Context: an optimization exercise on an open-source flow, tuned for small area. The choices shown serve that exercise and are no tape-out recipe. At most, simulation tests tie the RTL to the original design; equivalence was not proved.

## bm_noise_out
module bm_noise_out #(
   parameter int DEPTH = 8,
   parameter int AW    = 3
) (
   input  logic          clk,
   input  logic          rst_n,
   input  logic          in_valid,
   output logic          in_ready,
   input  logic [16:0]   f,
   input  logic [15:0]   g0,
   input  logic [15:0]   g1,
   output logic          out_valid,
   input  logic          out_ready,
   output logic [15:0]   out_data,
   output logic          out_idx,
   output logic [AW:0]   fifo_level
);
export LEC_CHECK = 0
export CAP_MARGIN = 20
export CORE_MARGIN = 2
export CORE_UTILIZATION = 40
export CTS_BUF_LIST = sky130_fd_sc_hd__clkbuf_8
export CTS_CLUSTER_DIAMETER = 60
export CTS_CLUSTER_SIZE = 18
export SLEW_MARGIN = 20
export SYNTH_HIERARCHICAL = 1
export SYNTH_MINIMUM_KEEP_SIZE = 0
create_clock -name core_clock -period 8.0 [get_ports {clk}]
standard.sh (not shown) runs the stock make flow with config.mk's settings and CLKGATE_MAP_FILE= SYNTH_SCRIPT=/design/flow/synth_recipe.tcl, a recipe that flattens the netlist after the stock synthesis.
==> flow/flow/run.sh <==
#!/bin/bash
# The standard layout (the standard.sh: standard synthesis, then ORFS
# floorplan to finish) with two placement/CTS choices changed:
#  - port buffers use the smallest buffer cell (every port still gets one);
#  - clock tree synthesis adds no dummy loads (same buffers and clustering
#    as config.mk asks for).
set -euo pipefail
export BUFFER_PORTS_ARGS="-buffer_cell sky130_fd_sc_hd__buf_1"
export CTS_ARGS="-sink_clustering_enable -repair_clock_nets -dont_use_dummy_load -buf_list sky130_fd_sc_hd__clkbuf_8 -sink_clustering_size 18 -sink_clustering_max_diameter 60"
bash standard.sh > standard.log 2>&1
The starting point went through all stages and came out clean.
Next try:
--- a/flow/design.v
+++ b/flow/design.v
@@ -617,39 +617,33 @@
    bm_fa u_s709 (.x(s595), .y(c652), .z(s653), .s(s709), .c(c710));
    bm_fa u_s711 (.x(s599), .y(c654), .z(s655), .s(s711), .c(c712));
    bm_fa u_s713 (.x(c600), .y(s657), .z(c656), .s(s713), .c(c714));
    bm_fa u_s715 (.x(s607), .y(c658), .z(s659), .s(s715), .c(c716));
    bm_fa u_s717 (.x(c608), .y(s661), .z(c660), .s(s717), .c(c718));
    bm_fa u_s719 (.x(c610), .y(s663), .z(c662), .s(s719), .c(c720));
    bm_fa u_s721 (.x(p256), .y(p271), .z(c664), .s(s721), .c(c722));
    logic [32:0] ra, rb, sum;
    assign ra = {1'b0, c722, c720, c718, c716, c714, c712, c710, c708, c706, c704, c702, c700, c698, c696, c694, c692, c690, c688, c686, c684, c682, c680, c678, c676, c674, c672, c670, c668, c666, s665, p2, p1};
    assign rb = {1'b1, p272, s721, s719, s717, s715, s713, s711, s709, s707, s705, s703, s701, s699, s697, s695, s693, s691, s689, s687, s685, s683, s681, s679, s677, s675, s673, s671, s669, s667, p33, p17, 1'b1};
-   logic [14:0] rc;
+   logic [8:0] rc;
    assign rc[0] = 1'b1;
    assign rc[1] = (ra[0] & rb[0]) | (ra[0] & rc[0]) | (rb[0] & rc[0]);
    assign rc[2] = (ra[1] & rb[1]) | (ra[1] & rc[1]) | (rb[1] & rc[1]);
    assign rc[3] = (ra[2] & rb[2]) | (ra[2] & rc[2]) | (rb[2] & rc[2]);
    assign rc[4] = (ra[3] & rb[3]) | (ra[3] & rc[3]) | (rb[3] & rc[3]);
    assign rc[5] = (ra[4] & rb[4]) | (ra[4] & rc[4]) | (rb[4] & rc[4]);
    assign rc[6] = (ra[5] & rb[5]) | (ra[5] & rc[5]) | (rb[5] & rc[5]);
    assign rc[7] = (ra[6] & rb[6]) | (ra[6] & rc[6]) | (rb[6] & rc[6]);
    assign rc[8] = (ra[7] & rb[7]) | (ra[7] & rc[7]) | (rb[7] & rc[7]);
-   assign rc[9] = (ra[8] & rb[8]) | (ra[8] & rc[8]) | (rb[8] & rc[8]);
-   assign rc[10] = (ra[9] & rb[9]) | (ra[9] & rc[9]) | (rb[9] & rc[9]);
-   assign rc[11] = (ra[10] & rb[10]) | (ra[10] & rc[10]) | (rb[10] & rc[10]);
-   assign rc[12] = (ra[11] & rb[11]) | (ra[11] & rc[11]) | (rb[11] & rc[11]);
-   assign rc[13] = (ra[12] & rb[12]) | (ra[12] & rc[12]) | (rb[12] & rc[12]);
-   assign rc[14] = (ra[13] & rb[13]) | (ra[13] & rc[13]) | (rb[13] & rc[13]);
-   logic [18:0] hi;
-   assign hi = ra[32:14] + rb[32:14] + 19'(rc[14]);
-   assign sum = {hi, 14'(0)};
+   logic [24:0] hi;
+   assign hi = ra[32:8] + rb[32:8] + 25'(rc[8]);
+   assign sum = {hi, 8'(0)};
    assign mul_x = ~sum[32:17];
    assign out_data = out_valid ? out_reg : 16'h0000;
    always_ff @(posedge clk or negedge rst_n) begin
       if (!rst_n) begin
          init_reg     <= 1'b0;
          s0_valid_reg <= 1'b0;
          s1_valid_reg <= 1'b0;
          s2_valid_reg <= 1'b0;
          wr_ptr_reg   <= '0;
          slot_reg     <= '0;
Result:
- flip-flop and latch count does not change
- count of clock-buffer cells in the layout went up by 3
- worst setup slack gets worse by 0.044 ns
- hold slack gets better by 0.0043 ns
- cell count went up by 0.71%
- routed wire length went up by 0.56%
- critical path depth went up by 1
- die area went up by 0.75%
- synthesized area went up by 0.76%
- utilization went up by 0.21 points
- global-route usage hardly moves
Function not checked in the second run of this note: the RTL went through the layout flow alone.

* * *

Another version of the RTL of bm_noise_out (not shown whole).
For scale: ~1,400 cells after synthesis, about 420 flip-flops, roughly 76 I/O pins, about 23,000 µm² of cells after synthesis.
Design bm_noise_out, start of the top module:
module bm_noise_out #(
   parameter int DEPTH = 8,
   parameter int AW    = 3
) (
   input  logic          clk,
   input  logic          rst_n,
   input  logic          in_valid,
   output logic          in_ready,
   input  logic [16:0]   f,
   input  logic [15:0]   g0,
   input  logic [15:0]   g1,
   output logic          out_valid,
   input  logic          out_ready,
   output logic [15:0]   out_data,
   output logic          out_idx,
   output logic [AW:0]   fifo_level
);
==> flow/config.mk <==
export PLATFORM = sky130hd
export DESIGN_NAME = bm_noise_out
export DESIGN_NICKNAME = bm_noise_out
export VERILOG_FILES = /design/flow/design.v
export SDC_FILE = /design/flow/constraint.sdc
export NUM_CORES = 4
export LEC_CHECK = 0
export CAP_MARGIN = 20
export CORE_MARGIN = 2
export CORE_UTILIZATION = 40
export CTS_BUF_LIST = sky130_fd_sc_hd__clkbuf_8
export CTS_CLUSTER_DIAMETER = 60
export CTS_CLUSTER_SIZE = 18
export SLEW_MARGIN = 20
export SYNTH_HIERARCHICAL = 1
export SYNTH_MINIMUM_KEEP_SIZE = 0
==> flow/constraint.sdc <==
create_clock -name core_clock -period 8.0 [get_ports {clk}]
set_input_delay 1.6000 -clock core_clock [delete_from_list [all_inputs] [get_ports {clk}]]
set_output_delay 1.6000 -clock core_clock [all_outputs]
set_load 0.01 [all_outputs]
Scripts as last shown in full above: flow/flow/run.sh
Then changed:
--- a/flow/design.v
+++ b/flow/design.v
@@ -621,28 +621,34 @@
    bm_fa u_s717 (.x(c608), .y(s661), .z(c660), .s(s717), .c(c718));
    bm_fa u_s719 (.x(c610), .y(s663), .z(c662), .s(s719), .c(c720));
    bm_fa u_s721 (.x(p256), .y(p271), .z(c664), .s(s721), .c(c722));
    logic [32:0] ra, rb, sum;
    assign ra = {1'b0, c722, c720, c718, c716, c714, c712, c710, c708, c706, c704, c702, c700, c698, c696, c694, c692, c690, c688, c686, c684, c682, c680, c678, c676, c674, c672, c670, c668, c666, s665, p2, p1};
    assign rb = {1'b1, p272, s721, s719, s717, s715, s713, s711, s709, s707, s705, s703, s701, s699, s697, s695, s693, s691, s689, s687, s685, s683, s681, s679, s677, s675, s673, s671, s669, s667, p33, p17, 1'b1};
-   logic [11:0] rc;
+   logic [17:0] rc;
    assign rc[0] = 1'b1;
    assign rc[1] = (ra[0] & rb[0]) | (ra[0] & rc[0]) | (rb[0] & rc[0]);
    assign rc[2] = (ra[1] & rb[1]) | (ra[1] & rc[1]) | (rb[1] & rc[1]);
    assign rc[3] = (ra[2] & rb[2]) | (ra[2] & rc[2]) | (rb[2] & rc[2]);
    assign rc[4] = (ra[3] & rb[3]) | (ra[3] & rc[3]) | (rb[3] & rc[3]);
    assign rc[5] = (ra[4] & rb[4]) | (ra[4] & rc[4]) | (rb[4] & rc[4]);
    assign rc[6] = (ra[5] & rb[5]) | (ra[5] & rc[5]) | (rb[5] & rc[5]);
    assign rc[7] = (ra[6] & rb[6]) | (ra[6] & rc[6]) | (rb[6] & rc[6]);
    assign rc[8] = (ra[7] & rb[7]) | (ra[7] & rc[7]) | (rb[7] & rc[7]);
    assign rc[9] = (ra[8] & rb[8]) | (ra[8] & rc[8]) | (rb[8] & rc[8]);
    assign rc[10] = (ra[9] & rb[9]) | (ra[9] & rc[9]) | (rb[9] & rc[9]);
    assign rc[11] = (ra[10] & rb[10]) | (ra[10] & rc[10]) | (rb[10] & rc[10]);
-   logic [21:0] hi;
-   assign hi = ra[32:11] + rb[32:11] + 22'(rc[11]);
-   assign sum = {hi, 11'(0)};
+   assign rc[12] = (ra[11] & rb[11]) | (ra[11] & rc[11]) | (rb[11] & rc[11]);
+   assign rc[13] = (ra[12] & rb[12]) | (ra[12] & rc[12]) | (rb[12] & rc[12]);
+   assign rc[14] = (ra[13] & rb[13]) | (ra[13] & rc[13]) | (rb[13] & rc[13]);
+   assign rc[15] = (ra[14] & rb[14]) | (ra[14] & rc[14]) | (rb[14] & rc[14]);
+   assign rc[16] = (ra[15] & rb[15]) | (ra[15] & rc[15]) | (rb[15] & rc[15]);
+   assign rc[17] = (ra[16] & rb[16]) | (ra[16] & rc[16]) | (rb[16] & rc[16]);
+   logic [15:0] hi;
+   assign hi = ra[32:17] + rb[32:17] + 16'(rc[17]);
+   assign sum = {hi, 17'(0)};
    assign mul_x = ~sum[32:17];
    assign out_data = out_valid ? out_reg : 16'h0000;
    always_ff @(posedge clk or negedge rst_n) begin
       if (!rst_n) begin
          init_reg     <= 1'b0;
          s0_valid_reg <= 1'b0;
Effect: Global-route usage shrinks by 0.67 points; final area grows by 2.5%; clock-buffer cell count stays the same; synthesized cell count shrinks by 0.58%; flip-flop and latch count stays the same; maximum frequency shrinks by 4.0%; die area shrinks by 0.36%; clock skew shrinks by 17 ps; worst setup slack loses 310 ps; synthesized area shrinks by 0.37%; core utilization grows by 1.2 points; first-iteration DRC count grows by 3.4%.
Function was not checked in any run of this note: the RTL went through the layout flow alone.

-- re-timing with driven ports --
No port has a modelled driver above. Below, the same layouts with a new extraction and two added sets of constraints. Step 1 (the two cells are an assumption about what drives the block):
set clk [get_ports {clk}]
set_driving_cell -lib_cell sky130_fd_sc_hd__clkbuf_16 $clk
set_driving_cell -lib_cell sky130_fd_sc_hd__buf_2 [delete_from_list [all_inputs] $clk]
Step 2 times the ports against the registers' clock, not the clock port: input delays grow and output delays shrink by t, the midpoint of the rising clock arrivals with the driver on. a / b / c = ideal ports / drivers / drivers and shift; a / b = the first two.
run | shift t [ns] | setup WS [ns] | worst setup path at the end | worst slew at a driven data input, ns | pins driven straight from the clock port
the first run of note 1 | 0.649 | 0.584 / 0.584 / 0.584 | register to register | 0.12 | 1
the second run of note 1 | 0.623 | 0.540 / 0.540 / 0.540 | register to register | 0.12 | 1
the first run of note 2 | 0.651 | 0.499 / 0.499 / 0.499 | register to register | 0.11 | 1
the second run of note 2 | 0.671 | 0.187 / 0.187 / 0.187 | register to register | 0.13 | 1
After both steps setup and hold are still met in every run listed.
